What follows belongs to an exercise in optimizing a design on an open flow for small area, a short achievable clock period and few clock cycles; a production flow would make more cautious choices. Function was checked by simulation only, so behaviour that the tests miss may differ from the original. No activity file was given, so power comes from the tool's default toggle rates.

==> design/flow/design.v <==
package tlgs_pkg;
    localparam int MAX_W      = 64;
    localparam int MAX_H      = 64;
    localparam int ROW_AW     = $clog2(MAX_H);
    localparam int COL_AW     = $clog2(MAX_W);
    localparam int GW_W       = 7;
    localparam int CS_W       = 6;
    localparam int CS_MAX     = 32;
    localparam int PIX_W      = 12;
    localparam int DIV_CNT_W  = $clog2(PIX_W);
    localparam int NB_CNT_W   = 4;
    typedef enum logic [1:0] {
        REQ_TOGGLE,
        REQ_CLEAR,
        REQ_STEP,
        REQ_READ
    } t_req;
    typedef struct packed {
        logic              clr;
        logic              we;
        logic [ROW_AW-1:0] waddr;
        logic [ROW_AW-1:0] raddr;
        logic [MAX_W-1:0]  wdata;
    } t_mem_cmd;
    typedef struct packed {
        logic             start;
        logic [PIX_W-1:0] dividend;
        logic [CS_W-1:0]  divisor;
    } t_div_req;
endpackage
import tlgs_pkg::*;
module tlgs_div (
    input  logic             i_clk,
    input  logic             i_rst_n,
    input  tlgs_pkg::t_div_req         i_req,
    output logic             o_done,
    output logic [PIX_W-1:0] o_quot
);
    logic                 r_busy;
    logic                 r_done;
    logic [DIV_CNT_W-1:0] r_cnt;
    logic [CS_W-1:0]      r_rem;
    logic [CS_W-1:0]      r_dsr;
    logic [PIX_W-1:0]     r_quo;
    logic [CS_W:0]        rem_sh;
    logic                 q_bit;
    logic [CS_W-1:0]      n_rem;
    always_comb begin
        rem_sh = {r_rem, r_quo[PIX_W-1]};
        q_bit  = rem_sh >= {1'b0, r_dsr};
        if (q_bit) begin
            n_rem = CS_W'(rem_sh - {1'b0, r_dsr});
        end else begin
            n_rem = rem_sh[CS_W-1:0];
        end
    end
    always_ff @(posedge i_clk) begin
        if (!i_rst_n) begin
            r_busy <= 1'b0;
            r_done <= 1'b0;
            r_cnt  <= '0;
            r_rem  <= '0;
            r_dsr  <= '0;
            r_quo  <= '0;
        end else begin
            r_done <= 1'b0;
            if (i_req.start) begin
                r_busy <= 1'b1;
                r_cnt  <= DIV_CNT_W'(PIX_W - 1);
                r_rem  <= '0;
                r_quo  <= i_req.dividend;
                r_dsr  <= i_req.divisor;
            end else if (r_busy) begin
                r_rem <= n_rem;
                r_quo <= {r_quo[PIX_W-2:0], q_bit};
                if (r_cnt == '0) begin
                    r_busy <= 1'b0;
                    r_done <= 1'b1;
                end else begin
                    r_cnt <= r_cnt - DIV_CNT_W'(1);
                end
            end
        end
    end
    assign o_done = r_done;
    assign o_quot = r_quo;
endmodule
import tlgs_pkg::*;
module tlgs_row_mem (
    input  logic             i_clk,
    input  logic             i_rst_n,
    input  tlgs_pkg::t_mem_cmd         i_cmd,
    output logic [MAX_W-1:0] o_rdata
);
    logic [MAX_W-1:0] r_mem [MAX_H];
    logic [MAX_H-1:0] r_vld;
    logic [MAX_W-1:0] r_rdata;
    logic             r_rvld;
    always_ff @(posedge i_clk) begin
        if (i_cmd.we) begin
            r_mem[i_cmd.waddr] <= i_cmd.wdata;
        end
        r_rdata <= r_mem[i_cmd.raddr];
    end
    always_ff @(posedge i_clk) begin
        if (!i_rst_n) begin
            r_vld  <= '0;
            r_rvld <= 1'b0;
        end else begin
            r_rvld <= r_vld[i_cmd.raddr];
            if (i_cmd.clr) begin
                r_vld <= '0;
            end else if (i_cmd.we) begin
                r_vld[i_cmd.waddr] <= 1'b1;
            end
        end
    end
    assign o_rdata = r_rvld ? r_rdata : '0;
endmodule
import tlgs_pkg::*;
module tlgs_row_unit (
    input  logic [MAX_W-1:0] i_prev,
    input  logic [MAX_W-1:0] i_cur,
    input  logic [MAX_W-1:0] i_next,
    input  logic [GW_W-1:0]  i_width,
    output logic [MAX_W-1:0] o_row
);
    logic [COL_AW-1:0]   last_col;
    logic [MAX_W-1:0]    rows  [3];
    logic [MAX_W-1:0]    l_nb  [3];
    logic [MAX_W-1:0]    r_nb  [3];
    logic [NB_CNT_W-1:0] nb_cnt [MAX_W];
    assign last_col = COL_AW'(i_width - GW_W'(1));
    assign rows[0]  = i_prev;
    assign rows[1]  = i_cur;
    assign rows[2]  = i_next;
    always_comb begin
        for (int r = 0; r < 3; r++) begin
            for (int x = 0; x < MAX_W; x++) begin
                if (x == 0) begin
                    l_nb[r][x] = rows[r][last_col];
                end else begin
                    l_nb[r][x] = rows[r][x-1];
                end
                if (COL_AW'(x) == last_col || x == MAX_W - 1) begin
                    r_nb[r][x] = rows[r][0];
                end else begin
                    r_nb[r][x] = rows[r][(x+1) % MAX_W];
                end
            end
        end
    end
    always_comb begin
        for (int x = 0; x < MAX_W; x++) begin
            nb_cnt[x] = NB_CNT_W'(l_nb[0][x]) + NB_CNT_W'(i_prev[x]) + NB_CNT_W'(r_nb[0][x])
                      + NB_CNT_W'(l_nb[1][x]) + NB_CNT_W'(r_nb[1][x])
                      + NB_CNT_W'(l_nb[2][x]) + NB_CNT_W'(i_next[x]) + NB_CNT_W'(r_nb[2][x]);
            if (GW_W'(x) < i_width) begin
                o_row[x] = (nb_cnt[x] == NB_CNT_W'(3))
                         || (i_cur[x] && nb_cnt[x] == NB_CNT_W'(2));
            end else begin
                o_row[x] = i_cur[x];
            end
        end
    end
endmodule
import tlgs_pkg::*;
module toroidal_life_generation_step_top (
    input  logic              i_clk,
    input  logic              i_rst_n,
    input  logic              i_in_valid,
    output logic              o_in_stall,
    input  logic [1:0]        i_req_type,
    input  logic [PIX_W-1:0]  i_pixel_x,
    input  logic [PIX_W-1:0]  i_pixel_y,
    input  logic [COL_AW-1:0] i_cell_x,
    input  logic [ROW_AW-1:0] i_cell_y,
    output logic              o_out_valid,
    input  logic              i_out_stall,
    output logic              o_cell_alive,
    output logic              o_ignored,
    input  logic              psel,
    input  logic              penable,
    input  logic              pwrite,
    input  logic [3:0]        paddr,
    input  logic [31:0]       pwdata,
    output logic [31:0]       prdata,
    output logic              pready
);
    localparam logic [1:0] REG_GRID_W = 2'd0;
    localparam logic [1:0] REG_GRID_H = 2'd1;
    localparam logic [1:0] REG_CELL_SZ = 2'd2;
    typedef enum logic [3:0] {
        S_IDLE,
        S_TOG_CHK,
        S_DIV_X,
        S_DIV_Y,
        S_TOG_RD,
        S_TOG_WR,
        S_RD_ADDR,
        S_RD_DATA,
        S_ST_LAST,
        S_ST_FIRST,
        S_ST_HOLD,
        S_ST_RN,
        S_ST_WR,
        S_DONE
    } t_state;
    t_state            r_state;
    logic [GW_W-1:0]   r_gw;
    logic [GW_W-1:0]   r_gh;
    logic [CS_W-1:0]   r_cs;
    logic [PIX_W-1:0]  r_px;
    logic [PIX_W-1:0]  r_py;
    logic [COL_AW-1:0] r_cx;
    logic [ROW_AW-1:0] r_cy;
    logic [COL_AW-1:0] r_qx;
    logic [ROW_AW-1:0] r_qy;
    logic [ROW_AW-1:0] r_y;
    logic [MAX_W-1:0]  r_prev;
    logic [MAX_W-1:0]  r_cur;
    logic [MAX_W-1:0]  r_row0;
    logic              r_res_alive;
    logic              r_res_ign;
    logic              r_out_valid;
    logic              r_o_alive;
    logic              r_o_ign;
    logic [GW_W-1:0]   w_eff;
    logic [GW_W-1:0]   h_eff;
    logic [CS_W-1:0]   cs_eff;
    logic [PIX_W:0]    lim_x;
    logic [PIX_W:0]    lim_y;
    logic              pix_out;
    logic              in_acc;
    logic              cfg_wr;
    logic              last_row;
    tlgs_pkg::t_mem_cmd          mem_cmd;
    logic [MAX_W-1:0]  mem_rdata;
    logic [MAX_W-1:0]  nxt_row;
    logic [MAX_W-1:0]  new_row;
    tlgs_pkg::t_div_req          div_req;
    logic              div_done;
    logic [PIX_W-1:0]  div_quot;
    assign w_eff  = (r_gw == '0) ? GW_W'(1) : ((r_gw > GW_W'(MAX_W)) ? GW_W'(MAX_W) : r_gw);
    assign h_eff  = (r_gh == '0) ? GW_W'(1) : ((r_gh > GW_W'(MAX_H)) ? GW_W'(MAX_H) : r_gh);
    assign cs_eff = (r_cs == '0) ? CS_W'(1) : ((r_cs > CS_W'(CS_MAX)) ? CS_W'(CS_MAX) : r_cs);
    assign lim_x   = (PIX_W+1)'(w_eff) * (PIX_W+1)'(cs_eff);
    assign lim_y   = (PIX_W+1)'(h_eff) * (PIX_W+1)'(cs_eff);
    assign pix_out = ({1'b0, r_px} >= lim_x) || ({1'b0, r_py} >= lim_y);
    assign in_acc   = i_in_valid && !o_in_stall;
    assign cfg_wr   = psel && penable && pwrite && pready;
    assign last_row = (GW_W'(r_y) + GW_W'(1)) == h_eff;
    assign nxt_row  = last_row ? r_row0 : mem_rdata;
    always_ff @(posedge i_clk) begin
        if (!i_rst_n) begin
            r_gw <= GW_W'(64);
            r_gh <= GW_W'(64);
            r_cs <= CS_W'(10);
        end else if (cfg_wr) begin
            unique case (paddr[3:2])
                REG_GRID_W:  r_gw <= pwdata[GW_W-1:0];
                REG_GRID_H:  r_gh <= pwdata[GW_W-1:0];
                REG_CELL_SZ: r_cs <= pwdata[CS_W-1:0];
                default: ;
            endcase
        end
    end
    always_comb begin
        unique case (paddr[3:2])
            REG_GRID_W:  prdata = 32'(r_gw);
            REG_GRID_H:  prdata = 32'(r_gh);
            REG_CELL_SZ: prdata = 32'(r_cs);
            default:     prdata = '0;
        endcase
    end
    assign pready = 1'b1;
    always_comb begin
        mem_cmd     = '0;
        mem_cmd.clr = in_acc && (i_req_type == REQ_CLEAR);
        unique case (r_state)
            S_TOG_RD:   mem_cmd.raddr = r_qy;
            S_TOG_WR: begin
                mem_cmd.we    = 1'b1;
                mem_cmd.waddr = r_qy;
                mem_cmd.wdata = mem_rdata ^ (MAX_W'(1) << r_qx);
            end
            S_RD_ADDR:  mem_cmd.raddr = r_cy;
            S_ST_LAST:  mem_cmd.raddr = ROW_AW'(h_eff - GW_W'(1));
            S_ST_FIRST: mem_cmd.raddr = '0;
            S_ST_RN:    mem_cmd.raddr = r_y + ROW_AW'(1);
            S_ST_WR: begin
                mem_cmd.we    = 1'b1;
                mem_cmd.waddr = r_y;
                mem_cmd.wdata = new_row;
            end
            default: ;
        endcase
    end
    always_comb begin
        div_req         = '0;
        div_req.divisor = cs_eff;
        if (r_state == S_TOG_CHK && !pix_out) begin
            div_req.start    = 1'b1;
            div_req.dividend = r_px;
        end else if (r_state == S_DIV_X && div_done) begin
            div_req.start    = 1'b1;
            div_req.dividend = r_py;
        end
    end
    tlgs_row_mem u_mem (
        .i_clk   (i_clk),
        .i_rst_n (i_rst_n),
        .i_cmd   (mem_cmd),
        .o_rdata (mem_rdata)
    );
    tlgs_row_unit u_row (
        .i_prev  (r_prev),
        .i_cur   (r_cur),
        .i_next  (nxt_row),
        .i_width (w_eff),
        .o_row   (new_row)
    );
    tlgs_div u_div (
        .i_clk   (i_clk),
        .i_rst_n (i_rst_n),
        .i_req   (div_req),
        .o_done  (div_done),
        .o_quot  (div_quot)
    );
    always_ff @(posedge i_clk) begin
        if (!i_rst_n) begin
            r_state     <= S_IDLE;
            r_out_valid <= 1'b0;
            r_o_alive   <= 1'b0;
            r_o_ign     <= 1'b0;
            r_res_alive <= 1'b0;
            r_res_ign   <= 1'b0;
            r_px        <= '0;
            r_py        <= '0;
            r_cx        <= '0;
            r_cy        <= '0;
            r_qx        <= '0;
            r_qy        <= '0;
            r_y         <= '0;
            r_prev      <= '0;
            r_cur       <= '0;
            r_row0      <= '0;
        end else begin
            if (r_out_valid && !i_out_stall && r_state != S_DONE) begin
                r_out_valid <= 1'b0;
            end
            unique case (r_state)
                S_IDLE: begin
                    if (in_acc) begin
                        r_px        <= i_pixel_x;
                        r_py        <= i_pixel_y;
                        r_cx        <= i_cell_x;
                        r_cy        <= i_cell_y;
                        r_res_alive <= 1'b0;
                        r_res_ign   <= 1'b0;
                        unique case (i_req_type)
                            REQ_TOGGLE: r_state <= S_TOG_CHK;
                            REQ_CLEAR:  r_state <= S_DONE;
                            REQ_STEP:   r_state <= S_ST_LAST;
                            REQ_READ:   r_state <= S_RD_ADDR;
                        endcase
                    end
                end
                S_TOG_CHK: begin
                    if (pix_out) begin
                        r_res_ign <= 1'b1;
                        r_state   <= S_DONE;
                    end else begin
                        r_state <= S_DIV_X;
                    end
                end
                S_DIV_X: begin
                    if (div_done) begin
                        r_qx    <= div_quot[COL_AW-1:0];
                        r_state <= S_DIV_Y;
                    end
                end
                S_DIV_Y: begin
                    if (div_done) begin
                        r_qy    <= div_quot[ROW_AW-1:0];
                        r_state <= S_TOG_RD;
                    end
                end
                S_TOG_RD:  r_state <= S_TOG_WR;
                S_TOG_WR:  r_state <= S_DONE;
                S_RD_ADDR: r_state <= S_RD_DATA;
                S_RD_DATA: begin
                    if (GW_W'(r_cx) < w_eff && GW_W'(r_cy) < h_eff) begin
                        r_res_alive <= mem_rdata[r_cx];
                    end else begin
                        r_res_ign <= 1'b1;
                    end
                    r_state <= S_DONE;
                end
                S_ST_LAST:  r_state <= S_ST_FIRST;
                S_ST_FIRST: begin
                    r_prev  <= mem_rdata;
                    r_state <= S_ST_HOLD;
                end
                S_ST_HOLD: begin
                    r_cur   <= mem_rdata;
                    r_row0  <= mem_rdata;
                    r_y     <= '0;
                    r_state <= S_ST_RN;
                end
                S_ST_RN: r_state <= S_ST_WR;
                S_ST_WR: begin
                    r_prev <= r_cur;
                    r_cur  <= nxt_row;
                    if (last_row) begin
                        r_state <= S_DONE;
                    end else begin
                        r_y     <= r_y + ROW_AW'(1);
                        r_state <= S_ST_RN;
                    end
                end
                S_DONE: begin
                    if (!r_out_valid || !i_out_stall) begin
                        r_out_valid <= 1'b1;
                        r_o_alive   <= r_res_alive;
                        r_o_ign     <= r_res_ign;
                        r_state     <= S_IDLE;
                    end
                end
                default: r_state <= S_IDLE;
            endcase
        end
    end
    assign o_in_stall   = (r_state != S_IDLE);
    assign o_out_valid  = r_out_valid;
    assign o_cell_alive = r_o_alive;
    assign o_ignored    = r_o_ign;
endmodule
==> design/flow/run.sh <==
#!/bin/bash
# synth_recipe.tcl (not shown) runs the flow's synth.tcl, then flattens the netlist and writes it again
# the make line also repeats each setting of config.mk as NAME=value (left out here)
make -C /OpenROAD-flow-scripts/flow DESIGN_CONFIG=/design/flow/config.mk WORK_HOME=/design/flow/orfs CLKGATE_MAP_FILE= SYNTH_SCRIPT=/design/flow/synth_recipe.tcl finish
==> design/flow/config.mk <==
export PLATFORM = sky130hd
export DESIGN_NAME = toroidal_life_generation_step_top
export DESIGN_NICKNAME = toroidal_life_generation_step_top
export VERILOG_FILES = /design/flow/design.v
export SDC_FILE = /design/flow/constraint.sdc
export NUM_CORES = 4
export LEC_CHECK = 0
export CAP_MARGIN = 20
export CORE_MARGIN = 2
export CORE_UTILIZATION = 40
export SLEW_MARGIN = 20
==> design/flow/constraint.sdc <==
create_clock -name core_clock -period 10.0 [get_ports {i_clk}]
set_input_delay 2.0000 -clock core_clock [delete_from_list [all_inputs] [get_ports {i_clk}]]
set_output_delay 2.0000 -clock core_clock [all_outputs]
set_load 0.01 [all_outputs]
==> flow_summary_export.csv <==
group,metric,value,unit
global_route,grt_antenna_before_repair,20,
die,rows,259,
yosys,syn_area,200000,sq um
sta,tns,0,ns
global_route,grt_start_max_net_pins,186,
sta,hold_viol,0,
sta,skew,0.102,ns
die,dieArea,507000,sq um
final_layout,multi_input_area,63900,sq um
final_layout,area_growth_syn_to_layout,12.3,%
route,vias,141000,
sta,finalSetupViolations,0,
global_route,track_usage,0.257,
global_route,grt_pass1_vias,131000,
global_route,busiest_layer,"met2",
yosys,synthCells,17100,
worst_setup_path,cp_max_fo,64,
route,drtIter0Drc,19200,
clock_network,cts_tree,"done",
sta,timing.hold.ws,0.465,ns
pwr,p_leak,75.4,nW
worst_setup_path,critical_path_class,"reg2reg",
final_layout,drive_gt1_frac,0.0795,
final_layout,fin_area,225000,sq um
worst_hold_path,hp-class,"reg2reg",
pwr,powerDensity,228,nW/um^2
clock_network,clockBufferDepth,4,
clock_network,cts_setup_buffers,0,
route,ant_nets,0,
worst_setup_path,end_kind,"flip-flop",
yosys,yosysUniqueCellTypes,82,
placement,routabilityCongestion,0.989,
die,pin_count,118,
clock_network,cts_hold_buffers,0,
worst_setup_path,crit_slowest_cell,"nor2_1",
worst_setup_path,path_delay_family,"simple AND/OR/NAND/NOR gates",
route,routed_via_density,5.90,
clock_network,clk-insertion-delay-late,1.06,ns
die,core-area,498000,sq um
route,route.detailed.drc,0,
route,finalWirelength,675000,um
sta,layout_min_cycle_time,8.43,ns
yosys,async_flop_share,0,
sta,tightest_slew,1.45,ns
outcome,run_status,"no timing/DRC/antenna violations",
clock_network,path_clk_slew,0.06,ns
route,routedWlPerCell,28.2,um
global_route,grtUsageMet2,0.400,
yosys,synth.top_cell.area_share,0.614,
clock_network,htreeDepth,5,
global_route,met3_usage,0.0480,
global_route,grt_pass1_wl,957000,um
route,drt-pass1-iter-count,6,
worst_setup_path,worstSetupStartpointType,"flip-flop",
yosys,ys_seq_elements,4530,
sta,rsz0062_at_grt,"false",
clock_network,ctsResizeCount,0,
placement,portBuffers,64,
yosys,yosysMostFrequentCell,"nand2_1",
global_route,gr-total-overflow,0,
yosys,synth-seq-area-share,0.657,
worst_setup_path,timing.critical_path.buf_inv,6,
clock_network,cts_sinks,4530,
global_route,use_met1,0.355,
worst_setup_path,critical-path-max-stage-delay,0.85,ns
yosys,synth_commonest_cells,"nand2_1, edfxtp_1, nand3_1",
sta,relSlewSlack,0.0347,
sta,max_freq,119,MHz
worst_setup_path,path_cells,"buf_4 -> nor4_2 -> buf_4 -> a21oi_1 -> nor2_2 -> clkinv_2 -> buf_4 -> nor2_1 -> nand3_1 -> o21ai_0 -> fa_1 -> inv_1 -> fa_1 -> fa_1 -> fa_1 -> nor2_1 -> nand3_1 -> a21oi_1 -> o221ai_1 -> o21ai_4 -> buf_4",
die,die_h,712,um
sta,finalMaxSlewViolations,0,
yosys,ys_warn_count,8,
final_layout,nFillCells,44800,
pwr,peakVddDrop,0.000168,V
yosys,yosysTopAreaCell,"edfxtp_1",
sta,post-route-period-util,0.843,
yosys,synth_ff_type,"edfxtp_1",
clock_network,clockRootBuffer,"clkbuf_16",
die,start_util,0.402,
die,die_x,712,um
worst_setup_path,worstPathRequired,10.73,ns
placement,dpl.hpwl,356000,um
flow_run,drv_cap,0,
yosys,yosys-top-cells-area,"edfxtp_1, nand2_1, nand3_1, dfxtp_1, fa_1",
worst_setup_path,arrival,9.16,ns
yosys,synth.avg_cell_area,11.7,sq um
placement,place_area,210000,sq um
final_layout,seq_area,132000,sq um
final_layout,fin_nets,17600,
final_layout,utilization,0.452,
clock_network,cts_inserted_buffers,448,
yosys,synth_edf_count,4096,
## per-layer routing
metal | up-vias | share of wire | routed length [um]
met5 | - | 0.00011 | 72
met3 | 1310 | 0.10 | 68600
met2 | 7399 | 0.45 | 303000
li1 | 61500 | - | -
met4 | 10 | 0.049 | 33000
met1 | 71000 | 0.40 | 270000
## flip-flops by register name (all words and copies together), names as in the netlist, 6 cells and up
signal and count:
r_cur 64, r_prev 64, u_div.r_dsr 6, u_mem.r_rdata 64, r_px 12, u_mem.r_mem 4096, r_cy 6, r_cs 6
r_gw 7, r_cx 6, u_div.r_rem 6, r_gh 7, r_py 12, r_qx 6, u_div.r_quo 12, r_row0 64
r_y 6, r_qy 6, u_mem.r_vld 64
## cells in the final DEF (no fill, tap or decap), drive strengths merged, types with 198 or more instances in the layout
master,Yosys,routed
a311oi,651,651
a21oi,555,555
inv,340,356
nand2,4583,4583
buf,348,424
nand3,2164,2164
o21ai,202,202
nor2,802,802
ha,285,285
fa,299,299
dfxtp,434,434
a211oi,198,198
and3,294,294
clkbuf,863,582
edfxtp,4096,4096
## worst min-delay path, stage by stage, from the launching register on
cell     delay, ns
dfxtp_1       0.33
a21oi_1       0.04
nor2_1        0.07
## through the flow
stage	instances	setup slack (ns)	total power, mW
after global routing	23900	1.46	53.3
after global placement	23100	1.84	34.3
final	23900	1.57	51.2
after detailed placement	23100	1.77	34.4
after CTS	23900	1.66	51.2
after floorplan	17200	1.74	30.0
## power breakdown
part	switching [mW]	internal, mW	leakage (nW)
Clock	7.39	9.63	7.17
Sequential	0.419	20.6	32.5
Combinational	9.14	4.00	35.7
Total	17.0	34.3	75.4
## final timing paths
path | from | end | slack, ns | depth (start not counted)
setup / recovery | r_gw[1]$_SDFFE_PN0P_ | u_mem.r_mem[52][48]$_DFFE_PP_ | 1.57 | 21
hold / removal | u_mem.r_vld[34]$_SDFFE_PP0P_ | u_mem.r_vld[34]$_SDFFE_PP0P_ | 0.47 | 2
setup reg to reg | r_gw[1]$_SDFFE_PN0P_ | u_mem.r_mem[52][48]$_DFFE_PP_ | 1.57 | 21
hold reg to reg | u_mem.r_vld[34]$_SDFFE_PP0P_ | u_mem.r_vld[34]$_SDFFE_PP0P_ | 0.47 | 2
## logic make-up after synthesis
group           count (synthesis)  synth area share
simple gates                 8106             0.172
flops                        4530             0.657
compound gates               2023            0.0705
buf+inv                      1556            0.0313
fa+ha+maj                     584            0.0477
mux                           243            0.0166
xor+xnor                       98           0.00435
other cells                     2         0.0000375
## layout make-up
class,count,area share
Clock inverter,255,0.0115
Clock buffer,582,0.0536
Antenna cell,5,0.0000556
Inverter,345,0.00579
Multi-Input combinational cell,11100,0.284
Tap cell,6655,0.0370
Sequential cell,4530,0.585
Timing Repair Buffer,488,0.0229
Testbench counts, summed over its fixed seeds: cycles 41,508.

re-timing with driven ports:
Ports are ideal in the flow. The routed layout listed here was re-timed in OpenROAD.
Step 1 assumes that a clkbuf_16 drives the clock port and a buf_2 every other input.
Step 2 also shifts input and output timing later by t, the mid clock arrival at the registers, as if the neighbouring blocks saw the same clock.
Slacks: ideal ports / drivers / drivers and shift; pairs: ideal ports / drivers.
t, ns: 1.129
setup WS [ns]: 1.568 / 1.568 / 1.568
hold WS [ns]: 0.465 / 0.465 / 0.465
worst register clock-pin slew, ns: 0.07 / 0.07
worst data-port slew with drivers (ns): 0.06
After both steps this run still meets setup and hold. For this run, drivers alone change the setup slack by 0.000 ns; drivers and shift together by 0.000 ns.
